Source: an optimization exercise on an open RTL-to-GDS flow (aim: small area, a short achievable clock period and few clock cycles per item). Production flows keep margins and buffers that such runs may drop. In this exercise RTL edits were held to simulation tests only and were not proved equivalent to the original. Power is estimated from default activity; no workload was simulated.

==> lagoon <==
Design range_match_flow_table, start of the top module:
module range_match_flow_table (
  input  logic        clk,
  input  logic        rst_n,
  input  logic        in_valid,
  output logic        in_ready,
  input  logic [63:0] in_data,
  output logic        out_valid,
  input  logic        out_ready,
  output logic [43:0] out_data,
  input  logic        cfg_valid,
  output logic        cfg_ready,
  input  logic [10:0] cfg_data
);
Settings: LEC_CHECK=0, CAP_MARGIN=20, CORE_MARGIN=2, CORE_UTILIZATION=50, PLACE_DENSITY=0.65, SETUP_SLACK_MARGIN=5, SLEW_MARGIN=20; clock period 9.0 ns.
run.sh (not shown) runs the stock make flow with config.mk's settings and CLKGATE_MAP_FILE= SYNTH_SCRIPT=/design/flow/synth_recipe.tcl, a recipe that flattens the netlist after the stock synthesis.
==> inputs of onyx, as changes to lagoon <==
--- a/flow/design.v
+++ b/flow/design.v
@@ -67,14 +67,15 @@
   logic        ip;
   logic        v2;
   logic [1:0]  op2;
   logic [9:0]  s2, d2;
   logic [1:0]  k2;
   logic        p2;
-  logic [15:0] mraw, draw, praw;
-  logic        hit2, qhit2, qfull2, rec2, store2, ovf2;
+  logic [15:0] msel2, praw;
+  logic        hita2, hitb2, qhita2, qhitb2, dupa2, dupb2;
+  logic        pa2, pr2;            
   logic        rbusy;               
   logic [15:0] rrem;                
   logic [15:0] rnew;                
   logic [3:0]  rnidx;
   logic [2:0]  rnkind;
   logic        rovf;
@@ -119,47 +120,55 @@
       draw_n[i] = c1[0] && c2[0] && c3[0] && c4[0] && ik == rk[i];
     end
     for (int j = 0; j < 16; j++)
       praw_n[j] = rmft_pkg::ge10(qry[j][19:10], a1) && rmft_pkg::ge10(a2, qry[j][19:10]) &&
                   rmft_pkg::ge10(qry[j][9:0], b1) && rmft_pkg::ge10(b2, qry[j][9:0]);
   end
-  logic [15:0] ru, rnext, qnext, ru_eff, qv_eff;
-  logic        p2_append, p2_record;
+  logic [15:0] ru, rnext, qnext;
   assign ru    = {rv, 1'b1};
   assign rnext = {rv[14:1], 1'b1, 1'b0} & ~{rv, 1'b1};
   assign qnext = {qv[14:0], 1'b1} & ~qv;
-  assign p2_append = p2_go && op2 == rmft_pkg::OP_ADD && store2;
-  assign p2_record = p2_go && op2 == rmft_pkg::OP_LOOKUP && rec2;
-  assign ru_eff = ru | (p2_append ? rnext : 16'd0);
-  assign qv_eff = qv | (p2_record ? qnext : 16'd0);
-  logic hit_n, qhit_n, dup_n;
+  logic [15:0] msel_n;
+  logic        hita_n, hitb_n, qhita_n, qhitb_n, dupa_n, dupb_n;
   always_comb begin
-    hit_n  = |(mraw_n & ru_eff);
-    qhit_n = |(praw_n & qv_eff);
-    dup_n  = |(draw_n & ru_eff);
-  end
-  logic [15:0] mm, msel;
+    logic [15:0] m, above;
+    m = mraw_n & ru;
+    above[15] = 1'b0;
+    for (int i = 14; i >= 0; i--) above[i] = above[i+1] | m[i+1];
+    msel_n  = m & ~above;
+    hita_n  = |m;
+    hitb_n  = |(mraw_n & rnext);
+    qhita_n = |(praw_n & qv);
+    qhitb_n = |(praw_n & qnext);
+    dupa_n  = |(draw_n & ru);
+    dupb_n  = |(draw_n & rnext);
+  end
+  logic hit, qhit, record;
+  assign hit    = hita2 || (hitb2 && pa2);
+  assign qhit   = qhita2 || (qhitb2 && pr2);
+  assign record = !hit && !qhit && !qv[15];
+  logic [15:0] msel;
   logic [3:0]  midx;
   logic [2:0]  mkind;
   always_comb begin
-    logic [15:0] above;
-    mm = mraw & ru;
-    above[15] = 1'b0;
-    for (int i = 14; i >= 0; i--) above[i] = above[i+1] | mm[i+1];
-    msel = mm & ~above;
+    msel = (hitb2 && pa2) ? (ru & ~{1'b0, ru[15:1]}) : msel2;
     midx = '0;
     mkind = '0;
     for (int i = 0; i < 16; i++) if (msel[i]) begin
       midx  = midx | 4'(i);
       mkind = mkind | rmft_pkg::rule_res(rk[i], rp[i]);
     end
   end
+  logic        rfull, isdup, store;
   logic [15:0] rmask, rlow, rrem_low;
   logic [3:0]  nidx;
   always_comb begin
-    rmask = pv & ((store2 ? praw : 16'd0) | e0m);
+    rfull = rv[15];
+    isdup = dupa2 || (dupb2 && pa2);
+    store = !isdup && !rfull;
+    rmask = pv & ((store ? praw : 16'd0) | e0m);
     rlow  = rmft_pkg::low1(rmask);
     rrem_low = rmft_pkg::low1(rrem);
     nidx = '0;
     for (int i = 1; i < 16; i++) if (rnext[i]) nidx = nidx | 4'(i);
   end
   logic [15:0] psel;
@@ -189,86 +198,93 @@
         p_src = '0; p_dst = '0;
       end
     end else if (v2) begin
       case (op2)
         rmft_pkg::OP_LOOKUP: begin
           p_emit = 1'b1;
-          p_record = rec2;
-          if (hit2) begin
+          p_record = record;
+          if (hit) begin
             p_inc  = 1'b1;
             p_kind = mkind;
             p_idx  = midx;
-          end else if (qhit2) p_kind = rmft_pkg::K_SUPPR;
-          else if (qfull2) p_kind = rmft_pkg::K_OVF;
+          end else if (qhit) p_kind = rmft_pkg::K_SUPPR;
+          else if (qv[15]) p_kind = rmft_pkg::K_OVF;
           else p_kind = rmft_pkg::K_QUERY;
         end
         rmft_pkg::OP_ADD: begin
           p_emit = 1'b1;
-          p_append = store2;
+          p_append = store;
           if (|rmask) begin
             p_inc  = 1'b1;
             p_last = 1'b0;
-            p_kind = (store2 && |(rlow & praw)) ? rmft_pkg::rule_res(k2, p2) : rmft_pkg::K_FWD;
-            p_idx  = (store2 && |(rlow & praw)) ? nidx : 4'd0;
+            p_kind = (store && |(rlow & praw)) ? rmft_pkg::rule_res(k2, p2) : rmft_pkg::K_FWD;
+            p_idx  = (store && |(rlow & praw)) ? nidx : 4'd0;
             {p_src, p_dst} = ppair;
           end else begin
-            p_kind = ovf2 ? rmft_pkg::K_OVF : rmft_pkg::K_DONE;
+            p_kind = (!isdup && rfull) ? rmft_pkg::K_OVF : rmft_pkg::K_DONE;
             p_src = '0; p_dst = '0;
           end
         end
         default: ;
       endcase
     end
   end
   logic [15:0] rslot, qslot;
-  assign rslot = (v2 && op2 == rmft_pkg::OP_ADD && store2) ? {rnext[14:0], 1'b0} : rnext;
-  assign qslot = (v2 && op2 == rmft_pkg::OP_LOOKUP && rec2) ? {qnext[14:0], 1'b0} : qnext;
+  assign rslot = (v2 && op2 == rmft_pkg::OP_ADD && store) ? {rnext[14:0], 1'b0} : rnext;
+  assign qslot = (v2 && op2 == rmft_pkg::OP_LOOKUP && record) ? {qnext[14:0], 1'b0} : qnext;
   always_ff @(posedge clk) begin
-    if (!rst_n) begin
-      iv     <= 1'b0;
-      own_lo <= 10'd0;
-      own_hi <= rmft_pkg::MAX_IP;
-    end else if (cfg_valid) begin
-      iv  <= 1'b1;
+    if (cfg_valid) begin
       iop <= rmft_pkg::OP_RECALC;
       a1  <= 10'd0;
       a2  <= rmft_pkg::MAX_IP;
       b1  <= cfg_data[10] ? own_lo : cfg_data[9:0];
       b2  <= cfg_data[10] ? cfg_data[9:0] : own_hi;
-      if (cfg_data[10]) own_hi <= cfg_data[9:0];
-      else own_lo <= cfg_data[9:0];
     end else if (in_valid && in_ready) begin
-      iv  <= 1'b1;
       iop <= in_data[63] ? rmft_pkg::OP_ADD : rmft_pkg::OP_LOOKUP;
       a1  <= in_data[63] ? in_data[42:33] : in_data[62:53];
       a2  <= in_data[63] ? in_data[32:23] : in_data[62:53];
       b1  <= in_data[63] ? in_data[22:13] : in_data[52:43];
       b2  <= in_data[63] ? in_data[12:3]  : in_data[52:43];
       ik  <= in_data[2:1];
       ip  <= in_data[0];
-    end else if (p1_go) iv <= 1'b0;
+    end
+  end
+  always_ff @(posedge clk) begin
+    if (!rst_n) begin
+      iv     <= 1'b0;
+      own_lo <= 10'd0;
+      own_hi <= rmft_pkg::MAX_IP;
+    end else begin
+      if (cfg_valid) begin
+        if (cfg_data[10]) own_hi <= cfg_data[9:0];
+        else own_lo <= cfg_data[9:0];
+      end
+      if (cfg_valid || (in_valid && in_ready)) iv <= 1'b1;
+      else if (p1_go) iv <= 1'b0;
+    end
   end
   always_ff @(posedge clk) begin
     if (!rst_n) v2 <= 1'b0;
     else if (p1_go) v2 <= 1'b1;
     else if (p2_go) v2 <= 1'b0;
     if (p1_go) begin
       op2  <= iop;
       s2   <= a1;
       d2   <= b1;
       k2   <= ik;
       p2   <= ip;
-      mraw <= mraw_n;
-      draw <= draw_n;
-      praw <= praw_n;
-      hit2   <= hit_n;
-      qhit2  <= qhit_n;
-      qfull2 <= qv_eff[15];
-      rec2   <= !hit_n && !qhit_n && !qv_eff[15];
-      store2 <= !dup_n && !ru_eff[15];
-      ovf2   <= !dup_n && ru_eff[15];
+      msel2  <= msel_n;
+      praw   <= praw_n;
+      hita2  <= hita_n;
+      hitb2  <= hitb_n;
+      qhita2 <= qhita_n;
+      qhitb2 <= qhitb_n;
+      dupa2  <= dupa_n;
+      dupb2  <= dupb_n;
+      pa2    <= p2_go && op2 == rmft_pkg::OP_ADD && store;
+      pr2    <= p2_go && op2 == rmft_pkg::OP_LOOKUP && record;
     end
     for (int i = 1; i < 16; i++)
       if (iv && iop == rmft_pkg::OP_ADD && rslot[i])
         rules[i] <= {a1, a2, b1, b2, ik, ip};
     for (int j = 0; j < 16; j++)
       if (iv && iop == rmft_pkg::OP_LOOKUP && qslot[j]) qry[j] <= {a1, b1};
@@ -280,44 +296,46 @@
       pv    <= '0;
       e0m   <= '0;
       rbusy <= 1'b0;
       hv    <= 1'b0;
     end else if (adv) begin
       hv <= p_emit;
-      if (p_emit) begin
-        hk    <= p_kind;
-        hs    <= p_src;
-        hd    <= p_dst;
-        hidx  <= p_idx;
-        hinc  <= p_inc;
-        hlast <= p_last;
-      end
       if (rbusy) begin
-        rrem <= rrem & ~rrem_low;
         if (!(|rrem)) rbusy <= 1'b0;
       end else if (v2) begin
         if (op2 == rmft_pkg::OP_RECALC) e0m <= praw & pv;
         if (p_record) begin
           qv <= qv | qnext;
           pv <= pv | qnext;
         end
         if (op2 == rmft_pkg::OP_ADD) begin
           pv <= pv & ~rmask;
           if (p_append) rv <= rv | rnext[15:1];
-          if (|rmask) begin
-            rbusy  <= 1'b1;
-            rrem   <= rmask & ~rlow;
-            rnew   <= store2 ? praw : 16'd0;
-            rnidx  <= nidx;
-            rnkind <= rmft_pkg::rule_res(k2, p2);
-            rovf   <= ovf2;
-          end
+          if (|rmask) rbusy <= 1'b1;
         end
       end
     end
   end
+  always_ff @(posedge clk) begin
+    if (adv && p_emit) begin
+      hk    <= p_kind;
+      hs    <= p_src;
+      hd    <= p_dst;
+      hidx  <= p_idx;
+      hinc  <= p_inc;
+      hlast <= p_last;
+    end
+    if (adv && rbusy) rrem <= rrem & ~rrem_low;
+    else if (adv && v2 && op2 == rmft_pkg::OP_ADD) begin
+      rrem   <= rmask & ~rlow;
+      rnew   <= store ? praw : 16'd0;
+      rnidx  <= nidx;
+      rnkind <= rmft_pkg::rule_res(k2, p2);
+      rovf   <= !isdup && rfull;
+    end
+  end
   logic [15:0] hcur, hnew;
   always_comb begin
     hcur = hits[hidx];
     hnew = (hcur == 16'hFFFF) ? hcur : hcur + 16'd1;
   end
   logic [15:0] hwd;
@@ -333,20 +351,15 @@
   assign pop  = ov && out_ready;
   always_ff @(posedge clk) begin
     if (!rst_n) begin
       ov <= 1'b0;
       sv <= 1'b0;
     end else if (!ov || pop) begin
-      if (sv) begin
-        od <= sd;
-        ov <= 1'b1;
-        sv <= 1'b0;
-      end else if (push) begin
-        od <= hres;
-        ov <= 1'b1;
-      end else ov <= 1'b0;
-    end else if (push) begin
-      sd <= hres;
-      sv <= 1'b1;
-    end
+      ov <= sv || push;
+      sv <= 1'b0;
+    end else if (push) sv <= 1'b1;
+  end
+  always_ff @(posedge clk) begin
+    if (!ov || pop) od <= sv ? sd : hres;
+    else if (push) sd <= hres;
   end
 endmodule
- ABC_AREA: not set -> 1
- CORE_UTILIZATION: 50 -> 60
- CTS_CLUSTER_DIAMETER: not set -> 80
- CTS_CLUSTER_SIZE: not set -> 20
- PLACE_DENSITY: 0.65 -> 0.75
==> notes.md <==
| metric | onyx | lagoon |
|---|---|---|
| Run status | complete, no violations | complete, no violations |
| Die area | 134000 sq um | 163000 sq um |
| Net total in the final layout | 8618 | 7407 |
| Non-clock buffer count in the final layout | 371 | 450 |
| Pin count of the biggest net entering global routing | 68 | 69 |
| Worst r2r dst | dupb2 | store2 |
| R2R Setup Slk | 4.89 ns | 4.92 ns |
| Area of the multi-input gates | 27400 sq um | 32100 sq um |
| Routed length on met2 | 123 mm | 140 mm |
| Post-route design area | 86100 sq um | 93300 sq um |
| Initial detailed-routing violation count | 11.6k | 12.5k |
| Wire length of the first global-routing pass | 407 mm | 460 mm |
| Internal cell power | 10.8 mW | 13.0 mW |
| Core box area | 130000 sq um | 159000 sq um |
Testbench counts of lagoon, summed over its fixed seeds: cycles 4,542, items 4,096.
Testbench counts of onyx, summed over its fixed seeds: cycles 4,542, items 4,096.

-- static timing again, ports no longer ideal --
The results above use ideal ports. As a check the final layouts listed here were re-extracted and re-timed, cells and wires unchanged. Step 1 sets driving cells, clkbuf_16 on the clock port and buf_2 on the other inputs (assumed; they add their load-dependent delay and slew). Step 2 moves the port delays by t, midway between the first and last clock arrival at a register: inputs arrive t later, outputs are due t later. That takes back most of the time a late clock gives input paths. Slacks: ideal / step 1 / step 2; pairs: ideal / step 1.
| run | t (ns) | slack for setup (ns) | hold slack, ns | worst data-port slew with drivers (ns) | pins driven straight from the clock port |
|---|---|---|---|---|---|
| lagoon | 0.905 | 4.915 / 4.915 / 4.348 | 0.447 / 0.447 / 0.447 | 0.05 | 1 |
| onyx | 0.853 | 4.865 / 4.783 / 4.512 | 0.448 / 0.448 / 0.448 | 0.07 | 1 |
After both steps setup and hold are still met in every run listed. For lagoon, which loses most, drivers alone change the setup slack by 0.000 ns; drivers and shift together by -0.567 ns.
